From an optimization exercise on the open Yosys and OpenROAD flow, aimed at a short achievable clock period and few clock cycles; shortcuts taken in it are not production practice. The RTL was checked by simulation tests, not by an equivalence proof against the original design. Power is estimated from default activity; no workload was simulated.

`design/flow/config.mk`:
```
export PLATFORM = sky130hd
export DESIGN_NAME = processorTop
export DESIGN_NICKNAME = processorTop
export VERILOG_FILES = /design/flow/design.v
export SDC_FILE = /design/flow/constraint.sdc
export NUM_CORES = 4
export LEC_CHECK = 0
export CAP_MARGIN = 40
export CORE_MARGIN = 2
export CORE_UTILIZATION = 32
export PLACE_DENSITY = 0.45
export SETUP_SLACK_MARGIN = 5
export SLEW_MARGIN = 40
export TNS_END_PERCENT = 5
```
`design/flow/constraint.sdc`:
```
create_clock -name core_clock -period 9.0 [get_ports {clk}]
set_input_delay 1.8000 -clock core_clock [delete_from_list [all_inputs] [get_ports {clk}]]
set_output_delay 1.8000 -clock core_clock [all_outputs]
set_load 0.01 [all_outputs]
```
`design/flow/design.v`:
```
package cpuPkg;
    typedef enum logic [8-1:0] {
        NOP      = 8'h00,
        ENDOP    = 8'h01,
        CLAC     = 8'h02,
        LDIAC    = 8'h03,
        LDAC     = 8'h04,
        STR      = 8'h05,
        STIR     = 8'h06,
        JUMP     = 8'h07,
        JMPNZ    = 8'h08,
        JMPZ     = 8'h09,
        MUL      = 8'h0A,
        ADD      = 8'h0B,
        SUB      = 8'h0C,
        INCAC    = 8'h0D,
        MV_RL_AC = 8'h1F,  
        MV_RP_AC = 8'h2F,
        MV_RQ_AC = 8'h3F,
        MV_RC_AC = 8'h4F,
        MV_R_AC  = 8'h5F,
        MV_R1_AC = 8'h6F,
        MV_AC_RP = 8'h7F,
        MV_AC_RQ = 8'h8F,
        MV_AC_RL = 8'h9F
    } opcodeT;
    typedef enum logic [5:0] {
        IDLE, FETCH1, FETCH2, NOP1, ENDOP1, CLAC1,
        LDIAC1, LDIAC2, LDIAC3, LDIAC4, LDAC1, LDAC2, LDAC3,
        STR1, STR2, STIR1, STIR2, STIR3, JUMP1, JUMP2, SKIP1,
        MUL1, ADD1, SUB1, INCAC1,
        MV_RL_AC1, MV_RP_AC1, MV_RQ_AC1, MV_RC_AC1, MV_R_AC1, MV_R1_AC1,
        MV_AC_RP1, MV_AC_RQ1, MV_AC_RL1
    } stateT;
    typedef enum logic [2:0] {
        ALU_CLR, ALU_PASS, ALU_ADD, ALU_SUB, ALU_MUL, ALU_INC, ALU_IDLE
    } aluOpT;
    typedef enum logic [3:0] {
        BUS_DMEM, BUS_R, BUS_IR, BUS_RL, BUS_RC, BUS_RP, BUS_RQ, BUS_R1, BUS_AC, BUS_NONE
    } busSelT;
    typedef struct packed {
        logic ar;
        logic r;
        logic pc;
        logic ir;
        logic rl;
        logic rc;
        logic rp;
        logic rq;
        logic r1;
        logic ac;
    } regWrT;
    typedef struct packed {
        logic pc;
        logic rc;
        logic rp;
        logic rq;
    } regIncT;
    typedef struct packed {
        aluOpT  aluOp;
        regWrT  wr;
        regIncT inc;
        busSelT busSel;
        logic   dmemWe;
        logic   zWe;
    } ctrlWordT;
    typedef logic [12-1:0] dataWordT;
    typedef struct packed {
        logic                   imemWe;
        logic                   dmemWe;
        logic [8-1:0] addr;
        dataWordT               data;  
    } hostReqT;
endpackage
`timescale 1ns/1ps
module fastAdd #(
    parameter int N = 12
) (
    input  logic [N-1:0] a,
    input  logic [N-1:0] b,
    input  logic         cin,
    output logic [N-1:0] s
);
    localparam int L = $clog2(N);
    logic [L:0][N-1:0] g, p;
    assign g[0] = a & b;
    assign p[0] = a ^ b;
    for (genvar k = 0; k < L; k++) begin : g_lvl
        for (genvar i = 0; i < N; i++) begin : g_bit
            if ((i >> k) % 2 == 1) begin : g_join
                localparam int J = ((i >> (k + 1)) << (k + 1)) + (1 << k) - 1;
                assign g[k+1][i] = g[k][i] | (p[k][i] & g[k][J]);
                assign p[k+1][i] = p[k][i] & p[k][J];
            end else begin : g_pass
                assign g[k+1][i] = g[k][i];
                assign p[k+1][i] = p[k][i];
            end
        end
    end
    logic [N-1:0] c;
    assign c[0] = cin;
    for (genvar i = 1; i < N; i++) begin : g_carry
        assign c[i] = g[L][i-1] | (p[L][i-1] & cin);
    end
    assign s = p[0] ^ c;
endmodule
module boothDigits (
    input  logic [11:0]     y,
    output logic [5:0][2:0] d
);
    for (genvar j = 0; j < 6; j++) begin : g_dig
        wire y2 = y[2*j+1];
        wire y1 = y[2*j];
        wire y0 = (j == 0) ? 1'b0 : y[(j == 0) ? 0 : 2*j-1];
        assign d[j][0] = y1 ^ y0;
        assign d[j][1] = (y2 & ~y1 & ~y0) | (~y2 & y1 & y0);
        assign d[j][2] = y2;
    end
endmodule
module boothMul (
    input  logic [11:0]     x,
    input  logic [5:0][2:0] d,
    output logic [11:0]     p
);
    logic [5:0][11:0] row;
    logic [12:0]      x2;
    assign x2 = {x, 1'b0};
    for (genvar j = 0; j < 5; j++) begin : g_row
        for (genvar i = 0; i < 12; i++) begin : g_bit
            if (i < 2 * j) begin : g_lo
                assign row[j][i] = 1'b0;
            end else begin : g_hi
                wire sel = (d[j][0] & x[i-2*j]) | (d[j][1] & x2[i-2*j]);
                assign row[j][i] = sel ^ d[j][2];
            end
        end
    end
    wire [1:0] s5 = ({2{d[5][0]}} & x[1:0]) | ({2{d[5][1]}} & {x[0], 1'b0});
    wire [1:0] v5 = s5 ^ {2{d[5][2]}};
    wire [1:0] t5 = {v5[1] ^ (v5[0] & d[5][2]), v5[0] ^ d[5][2]};
    assign row[5] = {t5, 1'b0, d[4][2], 1'b0, d[3][2], 1'b0, d[2][2], 1'b0, d[1][2], 1'b0, d[0][2]};
    logic [11:0] s1, c1, s2, c2, s3, c3, s4, c4;
    assign s1 = row[0] ^ row[1] ^ row[2];
    assign c1 = {((row[0] & row[1]) | (row[0] & row[2]) | (row[1] & row[2])), 1'b0};
    assign s2 = row[3] ^ row[4] ^ row[5];
    assign c2 = {((row[3] & row[4]) | (row[3] & row[5]) | (row[4] & row[5])), 1'b0};
    assign s3 = s1 ^ c1 ^ s2;
    assign c3 = {((s1 & c1) | (s1 & s2) | (c1 & s2)), 1'b0};
    assign s4 = s3 ^ c3 ^ c2;
    assign c4 = {((s3 & c3) | (s3 & c2) | (c3 & c2)), 1'b0};
    fastAdd #(12) uFinal (.a(s4), .b(c4), .cin(1'b0), .s(p));
endmodule
module muxTree #(
    parameter int W = 12,
    parameter int S = 8
) (
    input  logic [(1<<S)-1:0][W-1:0] d,
    input  logic [S-1:0]             sel,
    output logic [W-1:0]             y
);
    logic [(2<<S)-1:1][W-1:0] t;
    for (genvar i = 0; i < (1 << S); i++) begin : g_leaf
        assign t[(1 << S) + i] = d[i];
    end
    for (genvar k = 0; k < S; k++) begin : g_lvl
        for (genvar n = (1 << k); n < (2 << k); n++) begin : g_node
            assign t[n] = sel[S-1-k] ? t[2*n+1] : t[2*n];
        end
    end
    assign y = t[1];
endmodule
module memRead #(
    parameter int W = 12,
    parameter int S = 8
) (
    input  logic [(1<<S)-1:0][W-1:0] d,
    input  logic [S-1:0]             sel,
    output logic [W-1:0]             y
);
    localparam int SL = S / 2;         
    localparam int SH = S - SL;        
    localparam int NL = 1 << SL;
    localparam int NH = 1 << SH;
    logic [NL-1:0] lo;
    logic [NH-1:0] hi;
    for (genvar i = 0; i < NL; i++) begin : g_lo
        assign lo[i] = (sel[SL-1:0] == SL'(i));
    end
    for (genvar j = 0; j < NH; j++) begin : g_hi
        assign hi[j] = (sel[S-1:SL] == SH'(j));
    end
    logic [NH-1:0][W-1:0] grp;
    for (genvar j = 0; j < NH; j++) begin : g_grp
        always_comb begin
            grp[j] = '0;
            for (int i = 0; i < NL; i++)
                grp[j] = grp[j] | ({W{lo[i]}} & d[j*NL+i]);
        end
    end
    always_comb begin
        y = '0;
        for (int j = 0; j < NH; j++)
            y = y | ({W{hi[j]}} & grp[j]);
    end
endmodule
`timescale 1ns/1ps
module imemWindow (
    input  logic [255:0][8:0] mem,
    input  logic [7:0]        addr,
    output logic [7:0][8:0]   win
);
    logic [31:0][7:0][8:0] chunk;
    logic [31:0][7:0][8:0] chunkNext;   
    assign chunk = mem;
    for (genvar i = 0; i < 32; i++) begin : g_next
        assign chunkNext[i] = chunk[(i + 1) % 32];
    end
    logic [7:0][8:0] cur, nxt;
    memRead #(.W(72), .S(5)) uCur (.d(chunk),     .sel(addr[7:3]), .y(cur));
    memRead #(.W(72), .S(5)) uNxt (.d(chunkNext), .sel(addr[7:3]), .y(nxt));
    logic [15:0][8:0] bytes;
    assign bytes = {nxt, cur};
    for (genvar k = 0; k < 8; k++) begin : g_win
        muxTree #(.W(9), .S(3)) uByte (.d(bytes[k+7:k]), .sel(addr[2:0]), .y(win[k]));
    end
endmodule
`timescale 1ns/1ps
module processorTop (
    input  logic        clk,
    input  logic        reset,
    input  logic        start,
    input  logic        hostImemWe,
    input  logic        hostDmemWe,
    input  logic [7:0]  hostAddr,
    input  logic [11:0] hostData,
    output logic [11:0] hostRdata,
    output logic        ready,
    output logic        done
);
    localparam logic [7:0] NOP = 8'h00, ENDOP = 8'h01, CLAC = 8'h02,
        LDIAC = 8'h03, LDAC = 8'h04, STR = 8'h05, STIR = 8'h06, JUMP = 8'h07,
        JMPNZ = 8'h08, JMPZ = 8'h09, MUL = 8'h0A, ADD = 8'h0B, SUB = 8'h0C,
        INCAC = 8'h0D, MV_RL_AC = 8'h1F, MV_RP_AC = 8'h2F, MV_RQ_AC = 8'h3F,
        MV_RC_AC = 8'h4F, MV_R_AC = 8'h5F, MV_R1_AC = 8'h6F, MV_AC_RP = 8'h7F,
        MV_AC_RQ = 8'h8F, MV_AC_RL = 8'h9F;
    logic [255:0][8:0]  im;
    logic [255:0][11:0] dm;
    logic        idle, running, fin;
    logic [7:0]  pc, pc8;          
    logic [7:0][8:0] w;            
    logic [11:0] ac, r, rl, rc, rp, rq;
    logic        zv;               
    logic [5:0][2:0] r1d;          
    logic        guess, guessNz;
    logic        pend;
    logic [7:0][8:0] ftWin;
    wire         hEnd = (hostData[7:0] == ENDOP);
    logic [7:0]  ftPc, ftPc8;
    assign ready = idle;
    assign done  = fin;
    logic [7:0][7:0] b;
    for (genvar k = 0; k < 8; k++) begin : g_b
        assign b[k] = w[k][7:0];
    end
    logic [7:0] mvTo, jcc, aluOp, mvFrom;
    for (genvar k = 0; k < 8; k++) begin : g_cls
        assign mvTo[k]   = (b[k][3:0] == 4'hF) & (b[k][7:4] >= 4'h1) & (b[k][7:4] <= 4'h6);
        assign jcc[k]    = (b[k] == JUMP) | (b[k] == JMPNZ) | (b[k] == JMPZ);
        assign mvFrom[k] = (b[k] == MV_AC_RP) | (b[k] == MV_AC_RQ) | (b[k] == MV_AC_RL);
        assign aluOp[k]  = (b[k] == ADD) | (b[k] == SUB) | (b[k] == INCAC) | (b[k] == CLAC) |
                           mvFrom[k];
    end
    wire isClac  = (b[0] == CLAC);
    wire isLdiac = (b[0] == LDIAC);
    wire isLdac  = (b[0] == LDAC);
    wire isStr   = (b[0] == STR);
    wire isStir  = (b[0] == STIR);
    wire isJump  = (b[0] == JUMP);
    wire isJnz   = (b[0] == JMPNZ);
    wire isJz    = (b[0] == JMPZ);
    wire isMul   = (b[0] == MUL);
    wire isAdd   = (b[0] == ADD);
    wire isSub   = (b[0] == SUB);
    wire isInc   = (b[0] == INCAC);
    wire isAcRp  = (b[0] == MV_AC_RP);
    wire isAcRq  = (b[0] == MV_AC_RQ);
    wire isAcRl  = (b[0] == MV_AC_RL);
    wire isMv0   = mvTo[0];
    wire isAcFrom = isAcRp | isAcRq | isAcRl;
    wire b1Stir  = (b[1] == STIR);
    wire b1Ldac  = (b[1] == LDAC);
    wire b1Ldiac = (b[1] == LDIAC);
    wire b1Clac  = (b[1] == CLAC);
    wire b1AcRp  = (b[1] == MV_AC_RP);
    wire b1AcRq  = (b[1] == MV_AC_RQ);
    wire b1AcRl  = (b[1] == MV_AC_RL);
    wire b1MvTo  = mvTo[1] && (b[1][7:4] != 4'h6);    
    wire b1MvTo6 = mvTo[1];
    wire b2Ldiac = (b[2] == LDIAC);
    wire b2Ldac  = (b[2] == LDAC);
    wire b2MvTo  = mvTo[2];
    wire b3Ldiac = (b[3] == LDIAC);
    wire b3AcRp  = (b[3] == MV_AC_RP);
    wire b3AcRq  = (b[3] == MV_AC_RQ);
    wire b4Ldac  = (b[4] == LDAC);
    wire b5Sub   = (b[5] == SUB);
    wire b6Jump  = (b[6] == JUMP);
    wire b6Jnz   = (b[6] == JMPNZ);
    wire alu0     = isAdd | isSub | isInc | isClac | isAcFrom;
    wire gC       = alu0 & b1Stir & b3Ldiac & b5Sub & jcc[6];
    wire gAluStLd = alu0 & b1Stir & b3Ldiac & ~gC;
    wire gAluSt   = alu0 & b1Stir & ~b3Ldiac;
    wire gAluBr   = (isSub | isInc | isClac | isAcFrom) & jcc[1];
    wire gStLd    = isStir & b2Ldiac;
    wire gMvMvLd  = isMv0 & (b1AcRp | b1AcRq) & b2Ldac;
    wire gMvMv    = isMv0 & (b1AcRp | b1AcRq | b1AcRl) & ~gMvMvLd;
    wire gMvLdi   = isMv0 & b1Ldiac;
    wire gMvClac  = isMv0 & b1Clac;
    wire gMvSt    = isMv0 & b1Stir;
    wire gLd2     = (isAcRp | isAcRq) & b1Ldac & b2MvTo & (b3AcRp | b3AcRq) & b4Ldac &
                    ~(b3AcRp & (b[2][7:4] == 4'h2)) & ~(b3AcRq & (b[2][7:4] == 4'h3));
    wire gMvLd    = (isAcRp | isAcRq) & b1Ldac & ~gLd2;
    wire gMulMvLd = isMul & b1MvTo & b2Ldiac;
    wire gMulMv   = isMul & b1MvTo & ~b2Ldiac;
    wire op2B1    = aluOp[1] | mvTo[1] | (b[1] == NOP) | b1Ldiac | b1Ldac | (b[1] == MUL) | jcc[1];
    wire gStrOp   = isStr & op2B1;
    wire op2B2    = aluOp[2] | mvTo[2] | (b[2] == NOP) | b2Ldac | (b[2] == MUL);
    wire gStiOp   = isStir & op2B2;
    wire gXBr     = (isMv0 | (b[0] == NOP) | isAdd) & jcc[1];
    wire gAluMvSt = alu0 & b1MvTo6 & (b[2] == STIR);
    wire gAluMv   = alu0 & b1MvTo6 & ~(b[2] == STIR);
    wire gLdiMv   = isLdiac & mvTo[2];
    wire gLdaMv   = isLdac & mvTo[1];
    wire grouped  = gC | gAluStLd | gAluSt | gAluBr | gStLd | gMvMvLd | gMvMv | gMvLdi |
                    gMvClac | gMvSt | gLd2 | gMvLd | gMulMvLd | gMulMv | gStrOp | gStiOp | gXBr |
                    gAluMvSt | gAluMv | gLdiMv | gLdaMv;
    wire [7:0] op2 = gStiOp ? b[2] : b[1];
    wire op2Alu  = gStiOp ? aluOp[2] : aluOp[1];
    wire op2Mv   = gStiOp ? mvTo[2] : mvTo[1];
    wire op2Ldac = (op2 == LDAC);
    wire op2Mul  = (op2 == MUL);
    wire op2Ldi  = gStrOp & b1Ldiac;
    wire op2Jcc  = gStrOp & jcc[1];
    wire sLdiac = ~grouped & isLdiac;
    wire sLdac  = ~grouped & isLdac;
    wire sStr   = ~grouped & isStr;
    wire sStir  = ~grouped & isStir;
    wire sJmp   = ~grouped & (isJump | isJnz | isJz);
    wire sMul   = ~grouped & isMul;
    wire sAlu   = ~grouped & alu0;
    wire sMvTo  = ~grouped & isMv0;
    wire zf = pend ? (ac == rc) : (zv & (ac == 12'd0));
    wire squash = guess & (guessNz ? zf : ~zf);
    wire noAcRead = gLd2 | gMvLd | sLdiac | gLdiMv | w[0][8];
    wire resolve = running & ~squash & pend & ~noAcRead;
    wire exec   = (running & ~squash & ~resolve) | (idle & start);
    logic [11:0] sumAdd, sumSub, sumInc;
    fastAdd #(12) uAdd (.a(ac), .b(r),   .cin(1'b0), .s(sumAdd));
    fastAdd #(12) uSub (.a(ac), .b(~rc), .cin(1'b1), .s(sumSub));
    fastAdd #(12) uInc (.a(ac), .b('0),  .cin(1'b1), .s(sumInc));
    logic [11:0] f;
    always_comb begin
        if (isAdd)       f = sumAdd;
        else if (isSub)  f = sumSub;
        else if (isInc)  f = sumInc;
        else if (isAcRp) f = rp;
        else if (isAcRq) f = rq;
        else if (isAcRl) f = rl;
        else             f = 12'd0;   
    end
    logic [11:0] f2;
    always_comb begin
        if (op2 == ADD)           f2 = sumAdd;
        else if (op2 == SUB)      f2 = sumSub;
        else if (op2 == INCAC)    f2 = sumInc;
        else if (op2 == MV_AC_RP) f2 = rp;
        else if (op2 == MV_AC_RQ) f2 = rq;
        else if (op2 == MV_AC_RL) f2 = rl;
        else                      f2 = 12'd0;   
    end
    wire fz = isSub  ? (ac == rc) :
              isInc  ? (ac == 12'hFFF) :
              isAcRp ? (rp == 12'd0) :
              isAcRq ? (rq == 12'd0) :
              isAcRl ? (rl == 12'd0) :
              isAdd  ? ((ac ^ r) == {(ac[10:0] | r[10:0]), 1'b0}) : 1'b1;
    logic [11:0] prod;
    boothMul uMul (.x(ac), .d(r1d), .p(prod));
    logic [11:0] rdB1, rdB2, rdB3, rdB4, rdAc, rdRp, rdRq;
    memRead #(.W(12), .S(8)) uRdB1 (.d(dm), .sel(b[1]),    .y(rdB1));
    memRead #(.W(12), .S(8)) uRdB2 (.d(dm), .sel(b[2]),    .y(rdB2));
    memRead #(.W(12), .S(8)) uRdB3 (.d(dm), .sel(b[3]),    .y(rdB3));
    memRead #(.W(12), .S(8)) uRdB4 (.d(dm), .sel(b[4]),    .y(rdB4));
    memRead #(.W(12), .S(8)) uRdAc (.d(dm), .sel(ac[7:0]), .y(rdAc));
    memRead #(.W(12), .S(8)) uRdRp (.d(dm), .sel(rp[7:0]), .y(rdRp));
    memRead #(.W(12), .S(8)) uRdRq (.d(dm), .sel(rq[7:0]), .y(rdRq));
    wire [3:0] yTo  = b[0][7:4];    
    wire alias1 = (b1AcRp & (yTo == 4'h2)) | (b1AcRq & (yTo == 4'h3)) | (b1AcRl & (yTo == 4'h1));
    wire [11:0] mvSrc1 = b1AcRp ? rp : b1AcRq ? rq : rl;
    wire fwdB4   = (b[4] == b[2]);
    wire fwdB3   = (b[3] == b[1]);
    wire fwdAcB1 = (ac[7:0] == b[1]);
    wire fwdAcB2 = (ac[7:0] == b[2]);
    wire stPair  = gStrOp | gStiOp;
    wire selB4   = (gC | gAluStLd) & ~fwdB4;
    wire selB3   = (gStLd & ~fwdB3) | gMulMvLd;
    wire selB2   = gMvLdi | (op2Ldi & ~fwdAcB2);
    wire selB1   = sLdiac | gLdiMv;
    wire selAcRd = (gMvMvLd & alias1) | sLdac | (gStiOp & op2Ldac & ~fwdAcB1) | gLdaMv;
    wire selRp   = (gMvMvLd & ~alias1 & b1AcRp) | (gMvLd & isAcRp) | (gLd2 & b3AcRp);
    wire selRq   = (gMvMvLd & ~alias1 & b1AcRq) | (gMvLd & isAcRq) | (gLd2 & b3AcRq);
    wire selProd = gMulMv | sMul | (stPair & op2Mul);
    wire selF    = ((gC | gAluStLd) & fwdB4) | gAluSt | gAluBr | sAlu | (gXBr & isAdd) |
                   gAluMvSt | gAluMv;
    wire selF2   = stPair & op2Alu;
    wire selAcOld = (gStLd & fwdB3) | (gMvMv & alias1) | (gStiOp & op2Ldac & fwdAcB1);
    wire selR    = (gStrOp & op2Ldac) | (op2Ldi & fwdAcB2);
    wire selMv1  = gMvMv & ~alias1;
    wire acWe    = gC | gAluStLd | gAluSt | gAluBr | sAlu | gStLd | gMvMvLd | gMvMv | gMvLdi |
                   gMvClac | gMvLd | gLd2 | gMulMvLd | gMulMv | sMul | sLdiac | sLdac |
                   (stPair & (op2Alu | op2Mul | op2Ldac)) | op2Ldi | (gXBr & isAdd) |
                   gAluMvSt | gAluMv | gLdiMv | gLdaMv;
    wire [11:0] acEarly = ({12{selF}} & f) | ({12{selF2}} & f2) | ({12{selAcOld}} & ac) |
                          ({12{selR}} & r) | ({12{selMv1}} & mvSrc1);
    wire [11:0] acN = acEarly | ({12{selB4}} & rdB4) | ({12{selB3}} & rdB3) |
                      ({12{selB2}} & rdB2) | ({12{selB1}} & rdB1) | ({12{selAcRd}} & rdAc) |
                      ({12{selRp}} & rdRp) | ({12{selRq}} & rdRq) | ({12{selProd}} & prod);
    wire        op2MvWe   = (gStrOp | gStiOp) & op2Mv;
    wire        mvFromAc  = sMvTo | gMvMvLd | gMvMv | gMvLdi | gMvClac | gMvSt | op2MvWe |
                            (gXBr & isMv0);
    wire        mvFromMul = gMulMv | gMulMvLd;
    wire        mvFromF   = gAluMvSt | gAluMv;
    wire [3:0]  mvReg     = (mvFromMul | mvFromF | gLdaMv) ? b[1][7:4] :
                            (gLd2 | gLdiMv) ? b[2][7:4] : op2MvWe ? op2[7:4] : b[0][7:4];
    wire        mvWe      = mvFromAc | mvFromMul | gLd2 | mvFromF | gLdiMv | gLdaMv;
    wire        mvAc   = ~(mvFromMul | gLd2 | mvFromF | gLdiMv | gLdaMv);
    wire [11:0] r1Val  = ({12{gLd2 & isAcRp}} & rdRp) | ({12{gLd2 & isAcRq}} & rdRq) |
                         ({12{gLdiMv}} & rdB1) | ({12{gLdaMv}} & rdAc) |
                         ({12{mvFromF}} & f) | ({12{mvAc}} & ac);
    wire [11:0] mvVal  = r1Val | ({12{mvFromMul}} & prod);
    wire        incs      = sMul | mvFromMul | ((gStrOp | gStiOp) & op2Mul);
    logic [11:0] rcInc, rpInc, rqInc;
    fastAdd #(12) uIncRc (.a(rc), .b('0), .cin(1'b1), .s(rcInc));
    fastAdd #(12) uIncRp (.a(rp), .b('0), .cin(1'b1), .s(rpInc));
    fastAdd #(12) uIncRq (.a(rq), .b('0), .cin(1'b1), .s(rqInc));
    logic [5:0][2:0] r1dN;
    boothDigits uR1 (.y(r1Val), .d(r1dN));
    wire        pWe = sStr | sStir | gStLd | gAluSt | gAluStLd | gC | gMvSt | gStrOp | gStiOp |
                      gAluMvSt;
    wire        stB1 = sStir | gStLd | gStiOp;   
    wire        stR  = sStr | gStrOp;            
    wire [7:0]  pWa = stR ? ac[7:0] : stB1 ? b[1] : gAluMvSt ? b[3] : b[2];
    wire [11:0] pWd = stR ? r : (stB1 | gMvSt) ? ac : f;
    wire br1    = gAluBr | op2Jcc | gXBr;        
    wire condZ  = br1 ? ~(b[1] == JMPNZ) : ~isJnz;   
    wire flag   = (gAluBr | (gXBr & isAdd)) ? fz : zf;
    wire jAlways = br1 ? (b[1] == JUMP) : isJump;
    wire takenX = (sJmp | br1) & (jAlways | (flag == condZ));
    wire takeC  = gC;
    wire guessN = exec & gC & ~b6Jump;
    logic [3:0] len;
    always_comb begin
        if (gC)                                 len = 4'd8;
        else if (gAluStLd | gLd2)               len = 4'd5;
        else if (gStLd | gMulMvLd | gAluMvSt)   len = 4'd4;
        else if (gAluSt | gAluBr | gMvMvLd | gMvLdi | gMvSt | gStiOp | gXBr | gLdiMv |
                 (gStrOp & (op2Ldi | op2Jcc)))  len = 4'd3;
        else if (gMvMv | gMvLd | gMulMv | gMvClac | sLdiac | sStir | sJmp | gStrOp |
                 gAluMv | gLdaMv)               len = 4'd2;
        else                                    len = 4'd1;
    end
    logic [7:0][8:0] rdSeq, rdT1, rdT2, rdT7;
    imemWindow uSeq (.mem(im), .addr(pc8),  .win(rdSeq));
    imemWindow uT1  (.mem(im), .addr(b[1]), .win(rdT1));
    imemWindow uT2  (.mem(im), .addr(b[2]), .win(rdT2));
    imemWindow uT7  (.mem(im), .addr(b[7]), .win(rdT7));
    logic [15:0][8:0] seqBytes;
    assign seqBytes = {rdSeq, w};
    logic [8:1][7:0] pcPlus, pc8Plus;
    for (genvar k = 1; k <= 8; k++) begin : g_pcp
        fastAdd #(8) uPc  (.a(pc),  .b(8'(k)), .cin(1'b0), .s(pcPlus[k]));
        fastAdd #(8) uPc8 (.a(pc8), .b(8'(k)), .cin(1'b0), .s(pc8Plus[k]));
    end
    logic [7:0] b1p8, b2p8, b7p8;
    fastAdd #(8) uB1p8 (.a(b[1]), .b(8'd8), .cin(1'b0), .s(b1p8));
    fastAdd #(8) uB2p8 (.a(b[2]), .b(8'd8), .cin(1'b0), .s(b2p8));
    fastAdd #(8) uB7p8 (.a(b[7]), .b(8'd8), .cin(1'b0), .s(b7p8));
    logic [7:0] npc, npc8;
    always_comb begin
        if (idle & ~start) begin
            npc = 8'd0; npc8 = 8'd8;
        end else if (squash) begin
            npc = ftPc; npc8 = ftPc8;
        end else if (resolve) begin
            npc = pc; npc8 = pc8;
        end else if (takeC) begin
            npc = b[7]; npc8 = b7p8;
        end else if (takenX) begin
            npc  = br1 ? b[2] : b[1];
            npc8 = br1 ? b2p8 : b1p8;
        end else begin
            case (len)
                4'd1: begin npc = pcPlus[1]; npc8 = pc8Plus[1]; end
                4'd2: begin npc = pcPlus[2]; npc8 = pc8Plus[2]; end
                4'd3: begin npc = pcPlus[3]; npc8 = pc8Plus[3]; end
                4'd4: begin npc = pcPlus[4]; npc8 = pc8Plus[4]; end
                4'd5: begin npc = pcPlus[5]; npc8 = pc8Plus[5]; end
                default: begin npc = pcPlus[8]; npc8 = pc8Plus[8]; end
            endcase
        end
    end
    logic [7:0][8:0] idleWin;
    for (genvar k = 0; k < 8; k++) begin : g_idle
        assign idleWin[k] = (hostImemWe && hostAddr == 8'(k)) ? {hEnd, hostData[7:0]} : im[k];
    end
    wire nIdle  = idle & ~start;
    wire nNorm  = ~nIdle & ~squash & ~resolve;
    wire nT7    = nNorm & takeC;
    wire nTk    = nNorm & ~takeC & takenX;
    wire nSeq   = nNorm & ~takeC & ~takenX;
    wire [71:0] nwEarly = ({72{nIdle}} & idleWin) | ({72{squash & ~nIdle}} & ftWin) |
                          ({72{resolve & ~nIdle}} & w);
    wire [71:0] nwLate  = ({72{nT7}} & rdT7) | ({72{nTk & br1}} & rdT2) | ({72{nTk & ~br1}} & rdT1) |
                          ({72{nSeq & (len == 4'd1)}} & seqBytes[8:1]) |
                          ({72{nSeq & (len == 4'd2)}} & seqBytes[9:2]) |
                          ({72{nSeq & (len == 4'd3)}} & seqBytes[10:3]) |
                          ({72{nSeq & (len == 4'd4)}} & seqBytes[11:4]) |
                          ({72{nSeq & (len == 4'd5)}} & seqBytes[12:5]) |
                          ({72{nSeq & (len == 4'd8)}} & seqBytes[15:8]);
    logic [7:0][8:0] nw;
    assign nw = nwEarly | nwLate;
    wire nEnd  = nw[0][8] & ~guessN;
    wire endHere = exec & w[0][8];
    always_ff @(posedge clk) begin
        if (reset) begin
            idle <= 1'b1; running <= 1'b0; fin <= 1'b0;
            pc <= '0; pc8 <= '0; w <= '0;
            ac <= '0; r <= '0; rl <= '0; rc <= '0; rp <= '0; rq <= '0;
            zv <= 1'b0;
            r1d <= '0;
            guess <= 1'b0; guessNz <= 1'b0; pend <= 1'b0;
            ftWin <= '0; ftPc <= '0; ftPc8 <= '0;
        end else begin
            if ((idle & start) | running) begin
                idle <= 1'b0;
                running <= ~(nEnd | endHere);
                fin <= nEnd | endHere;
            end
            if (idle | running) begin
                pc <= npc; pc8 <= npc8; w <= nw;
                guess <= guessN;
                guessNz <= b6Jnz;
                ftWin <= rdSeq; ftPc <= pcPlus[8]; ftPc8 <= pc8Plus[8];
            end
            if (resolve) begin
                ac <= sumSub;
                pend <= 1'b0;
            end
            if (exec) begin
                if (acWe) begin
                    ac <= acN;
                    zv <= 1'b1;
                    pend <= gC;
                end
                if (mvWe & (mvReg == 4'h1)) rl <= mvVal;
                if (mvWe & (mvReg == 4'h5)) r  <= mvVal;
                if (mvWe & (mvReg == 4'h6)) r1d <= r1dN;
                if (mvWe & (mvReg == 4'h4)) rc <= mvVal;
                else if (incs)              rc <= rcInc;
                if (mvWe & (mvReg == 4'h2)) rp <= mvVal;
                else if (incs)              rp <= rpInc;
                if (mvWe & (mvReg == 4'h3)) rq <= mvVal;
                else if (incs)              rq <= rqInc;
            end
        end
    end
    wire        hostSide = idle & ~start;
    wire        dWe = hostSide ? hostDmemWe : (exec & pWe);
    wire [7:0]  dWa = hostSide ? hostAddr   : pWa;
    wire [11:0] dWd = hostSide ? hostData   : pWd;
    for (genvar i = 0; i < 256; i++) begin : g_mem
        always_ff @(posedge clk) begin
            if (dWe && dWa == 8'(i)) dm[i] <= dWd;
            if (hostImemWe && hostAddr == 8'(i)) im[i] <= {hEnd, hostData[7:0]};
        end
    end
    logic [11:0] hostRd;
    memRead #(.W(12), .S(8)) uRdHost (.d(dm), .sel(hostAddr), .y(hostRd));
    always_ff @(posedge clk) begin
        hostRdata <= hostRd;
    end
endmodule
```
`design/flow/run.sh`:
```
#!/bin/bash
# synth_recipe.tcl (not shown) runs the flow's synth.tcl, then flattens the netlist and writes it again
# the make line also repeats each setting of config.mk as NAME=value (left out here)
make -C /OpenROAD-flow-scripts/flow DESIGN_CONFIG=/design/flow/config.mk WORK_HOME=/design/flow/orfs CLKGATE_MAP_FILE= SYNTH_SCRIPT=/design/flow/synth_recipe.tcl finish
```
==> results.sh <==
export IMPL_status="stopped before the end"
export IMPL_lastStage="global routing (5_1_grt)"
export IMPL_tool_error="[ERROR GRT-0116] Global routing finished with congestion. Check the congestion regions in the DRC Viewer."
export IMPL_synthSimpleGateAreaFrac=0.0746
export IMPL_cts_max_level=6
export IMPL_synthAdderAreaFrac=0.00363
export IMPL_grt_overflow=145781
export IMPL_ys_seq_elements=5645
export IMPL_chipWidth_mm=1.26
export IMPL_synth_compound_area_frac=0.430
export IMPL_ys_flop_type="edfxtp_1"
export IMPL_async_reset_ff_frac=0
export IMPL_clockBufferDepth=5
export IMPL_grt_pass1_vias=844531
export IMPL_grt_max_degree=176
export IMPL_synthCells=56219
export IMPL_io_buffer_count=38
export IMPL_synth_edf_count=5304
export IMPL_synthesis_area_um2=503000
export IMPL_ctsHoldBuffers=0
export IMPL_cts_buffers=704
export IMPL_muxShareOfSynthArea=0.0678
export IMPL_gp_congestion=1.52
export IMPL_cts_root_buf="clkbuf_16"
export IMPL_dpl_hpwl_mm=5690
export IMPL_placed_area_um2=571000
export IMPL_synth_cell_types=105
export IMPL_die_h_mm=1.26
export IMPL_syn_num_nets=56376
export IMPL_rows=460
export IMPL_synth_yosys_warnings=3
export IMPL_grt_use_total=1.08
export IMPL_synth_xor_area_share=0.00256
export IMPL_ys_seq_area_frac=0.330
export IMPL_clock_sinks=5645
export IMPL_synth_top_family_by_area="compound AO/OA/AOI/OAI gates"
export IMPL_avgSynthCellArea_um2=8.94
export IMPL_grt_pass1_wl_mm=11600
export IMPL_start_util=0.321
export IMPL_boundaryPins=39
export IMPL_dpl_worst_slack_ns=1.10
-- worst min path at each step --
stage	slack (ns)	cells past startpoint	to	start
after global placement	0.45	2	ftWin[49]	ftWin[49]
after CTS	0.46	2	ftWin[48]	ftWin[48]
after floorplan	0.43	2	ftPc8[2]	ftPc8[2]
after detailed placement	0.45	2	ftPc8[1]	ftPc8[1]
-- metal layers --
metal / track usage / overflow
met5: 0.947 / 1835
met4: 1.08 / 21815
met3: 1.02 / 17608
met2: 1.21 / 77596
met1: 1.03 / 26927
-- synthesized netlist by cell type (398+ instances only) --
cell type,instances,area (µm²)
edfxtp_1,5304,159000
clkbuf_1,6886,25800
a22o_1,5556,48700
a31oi_1,562,3520
a221oi_1,6104,53500
o22ai_1,3209,20100
mux2_2,704,7930
a222oi_1,875,8760
nand2_1,1885,7080
buf_1,3317,12500
nand3_1,707,3540
nor2_1,2446,9180
a22oi_1,5168,38800
nor3_1,452,2260
mux2i_1,2025,20300
o21ai_0,1479,7400
a211oi_1,398,2990
a21oi_1,2179,10900
buf_2,804,4020
or4_1,557,4180
-- power by group through the flow --
| stage | Clock [W] | Sequential (W) | Combinational [W] |
|---|---|---|---|
| after CTS | 0.0314 | 0.0295 | 0.0698 |
| after detailed placement | 0 | 0.0302 | 0.0642 |
| after global placement | 0 | 0.0303 | 0.0630 |
| after floorplan | 0 | 0.0297 | 0.0220 |
-- kinds of logic after synthesis --
family,after synthesis
buf+inv,11637
fa+ha+maj,132
xor+xnor,147
compound gates,27994
flops,5645
simple gates,7674
mux,2990
-- what timing repair did --
| action | CTS |
|---|---|
| setup endpoints to repair | 8564 |
| gates cloned | 212 |
| pin swaps | 682 |
| gates resized for setup | 3511 |
| buffers inserted | 1748 |
-- metrics by stage --
step / TNS, ns / std cells
after detailed placement: 0 / 72557
after CTS: 0 / 75818
after floorplan: 0 / 56219
after global placement: -24.57 / 72064
Testbench counts, summed over its fixed seeds: cycles 4,175.
